Background: an optimization exercise with open tools, aiming at small area and a short achievable clock period. Do not read the settings as production practice. Only simulation tests tie the RTL to the original design; equivalence was not proved. No activity file was given, so power comes from the tool's default toggle rates.

lane 4:
## committed_store_buffer
module committed_store_buffer #(
  parameter  int COMMIT_WIDTH = 4,
  parameter  int DEPTH        = 8,
  localparam int CNT_W        = $clog2(DEPTH) + 1
) (
  input  logic                         clk,
  input  logic                         rst,
  input  logic [COMMIT_WIDTH-1:0]      in_valid,
  input  logic [COMMIT_WIDTH*32-1:0]  in_addr,
  input  logic [COMMIT_WIDTH*32-1:0]  in_data,
  input  logic [COMMIT_WIDTH*4-1:0]   in_be,
  output logic [CNT_W-1:0]             free_slots,
  output logic                         empty,
  output logic                         overflow,
  output logic                         mem_req_valid,
  output logic [31:0]                  mem_req_addr,
  output logic [31:0]                  mem_req_data,
  output logic [3:0]                   mem_req_be,
  input  logic                         mem_req_ready,
  input  logic [31:0]                  ld_addr,
  output logic [3:0]                   fwd_mask,
  output logic [31:0]                  fwd_data
);
Settings: LEC_CHECK=0, CAP_MARGIN=20, CORE_MARGIN=2, CORE_UTILIZATION=40, CTS_CLUSTER_DIAMETER=100, CTS_CLUSTER_SIZE=20, SLEW_MARGIN=20, SYNTH_HIERARCHICAL=1, TNS_END_PERCENT=0; clock period 10.0 ns.
standard.sh (not shown) runs the stock make flow with config.mk's settings and CLKGATE_MAP_FILE= SYNTH_SCRIPT=/design/flow/synth_recipe.tcl, a recipe that flattens the netlist after the stock synthesis.
==> flow/flow/run.sh <==
#!/bin/bash
# The standard layout (standard.sh: unchanged synthesis, steps and
# scripts), run in two parts:
#  - port buffers that global placement inserts are sky130_fd_sc_hd__buf_1
#    instead of the default pick; every port still gets its own buffer;
#  - timing repair aims for 5 ns of setup slack up to and including CTS,
#    and for 0 ns (plain repair of violations) after global routing.
set -euo pipefail
export BUFFER_PORTS_ARGS="-buffer_cell sky130_fd_sc_hd__buf_1"
SETUP_SLACK_MARGIN=5 bash standard.sh cts > standard_to_cts.log 2>&1
SETUP_SLACK_MARGIN=0 bash standard.sh > standard_finish.log 2>&1
> inputs changed (lane 4 -> lane 3)
Settings: CORE_UTILIZATION: 40 -> 55; TNS_END_PERCENT: 0 -> unset.
==> flow/flow/run.sh <==
#!/bin/bash
# The standard layout (standard.sh: unchanged synthesis, steps and
# scripts), run in two parts:
#  - port buffers that global placement inserts are sky130_fd_sc_hd__buf_1
#    instead of the default pick; every port still gets its own buffer;
#  - timing repair aims for 4 ns of setup slack up to and including CTS,
#    and for 0 ns (plain repair of violations) after global routing.
set -euo pipefail
export BUFFER_PORTS_ARGS="-buffer_cell sky130_fd_sc_hd__buf_1"
SETUP_SLACK_MARGIN=4 bash standard.sh cts > standard_to_cts.log 2>&1
SETUP_SLACK_MARGIN=0 bash standard.sh > standard_finish.log 2>&1
--- outcome ---
Looking at die height, lane 3 sits 15% lower than lane 4 does.
Lane 3 gives more routed via count than lane 4 did.
[compare] base=lane 4 new=lane 3: wire length of the first global-routing pass went up 1.0%; clock-buffer cell count now sits lower; count of unique library cells instantiated by Yosys roughly the same; area of placed instances has decreased.
Lane 3 — post-layout worst setup margin 0.062 ns higher, lane 4 as reference
Final standard cell count with taps included and fillers excluded, lane 3 vs lane 4: down by a few percent
The total power of lane 3 and that of lane 4 are within noise of each other.
In lane 3, the synthesis-to-finish area growth came out 0.35 points above the value in lane 4.
Lane 3 reports a higher post-cts gate resize count than lane 4 does.

---

Setup of before:
Starting RTL as in the previous note.
==> flow/config.mk <==
export PLATFORM = sky130hd
export DESIGN_NAME = committed_store_buffer
export DESIGN_NICKNAME = committed_store_buffer
export VERILOG_FILES = /design/flow/design.v
export SDC_FILE = /design/flow/constraint.sdc
export NUM_CORES = 8
export LEC_CHECK = 0
export CAP_MARGIN = 20
export CORE_MARGIN = 2
export CORE_UTILIZATION = 40
export CTS_CLUSTER_DIAMETER = 100
export CTS_CLUSTER_SIZE = 20
export SLEW_MARGIN = 20
export SYNTH_HIERARCHICAL = 1
export TNS_END_PERCENT = 0
==> flow/constraint.sdc <==
create_clock -name core_clock -period 10.0 [get_ports {clk}]
set_input_delay 2.0000 -clock core_clock [delete_from_list [all_inputs] [get_ports {clk}]]
set_output_delay 2.0000 -clock core_clock [all_outputs]
set_load 0.01 [all_outputs]
==> flow/flow/run.sh <==
#!/bin/bash
# The standard layout (standard.sh: unchanged synthesis, steps and
# scripts), run in two parts:
#  - port buffers that global placement inserts are sky130_fd_sc_hd__buf_1
#    instead of the default pick; every port still gets its own buffer;
set -euo pipefail
export BUFFER_PORTS_ARGS="-buffer_cell sky130_fd_sc_hd__buf_1"
SETUP_SLACK_MARGIN=5 bash standard.sh cts > standard_to_cts.log 2>&1
SETUP_SLACK_MARGIN=4 bash standard.sh > standard_finish.log 2>&1
### before -> after
==> flow/flow/run.sh <==
#!/bin/bash
# The standard layout (standard.sh: unchanged synthesis, steps and
# scripts), run in two parts:
#  - port buffers that global placement inserts are sky130_fd_sc_hd__buf_1
#    instead of the default pick; every port still gets its own buffer;
#  - timing repair aims for 4 ns of setup slack up to and including CTS,
#    and for 0 ns (plain repair of violations) after global routing.
set -euo pipefail
export BUFFER_PORTS_ARGS="-buffer_cell sky130_fd_sc_hd__buf_1"
SETUP_SLACK_MARGIN=4 bash standard.sh cts > standard_to_cts.log 2>&1
SETUP_SLACK_MARGIN=0 bash standard.sh > standard_finish.log 2>&1
Notes after the runs:
Global-route wire length before repair on after is down relative to before. Part of the power in the clock network is higher on before. The non-clock buffer count of after falls short of that of before by 9. after vs before — routed length per placed instance climbed slightly. From after to before, overall die area did not move at all.

## static timing again, ports no longer ideal
The flow's constraints put no driver on any port. The routed layouts listed below were extracted and timed again, unchanged, in two steps.
Step 1: set_driving_cell puts a clkbuf_16 on clk and a buf_2 on each other input, an assumption about the parent block.
Step 2 adds t to the input delays and takes it off the output delays; t is the mean of the earliest and latest rising clock arrival at the registers after step 1. Input paths then give back, and output paths get back, about the clock's delay inside the block.
Slacks: no drivers / after step 1 / after step 2; pairs: no drivers / after step 1.
run	shift t [ns]	setup slack, ns	clock arrival spread, ns	worst slew at a driven data input, ns	pins driven straight from the clock port
lane 4	0.651	3.551 / 3.473 / 3.438	0.025 / 0.025	0.16	1
lane 3	0.710	3.613 / 3.557 / 3.163	0.030 / 0.030	0.14	1
before	0.651	3.612 / 3.539 / 3.475	0.024 / 0.023	0.16	1
after	0.697	3.455 / 3.413 / 3.292	0.029 / 0.029	0.17	1
After both steps setup and hold are still met in every run listed. The setup slack of lane 3, which loses most, moves by -0.056 ns with the drivers and by -0.450 ns with both steps.
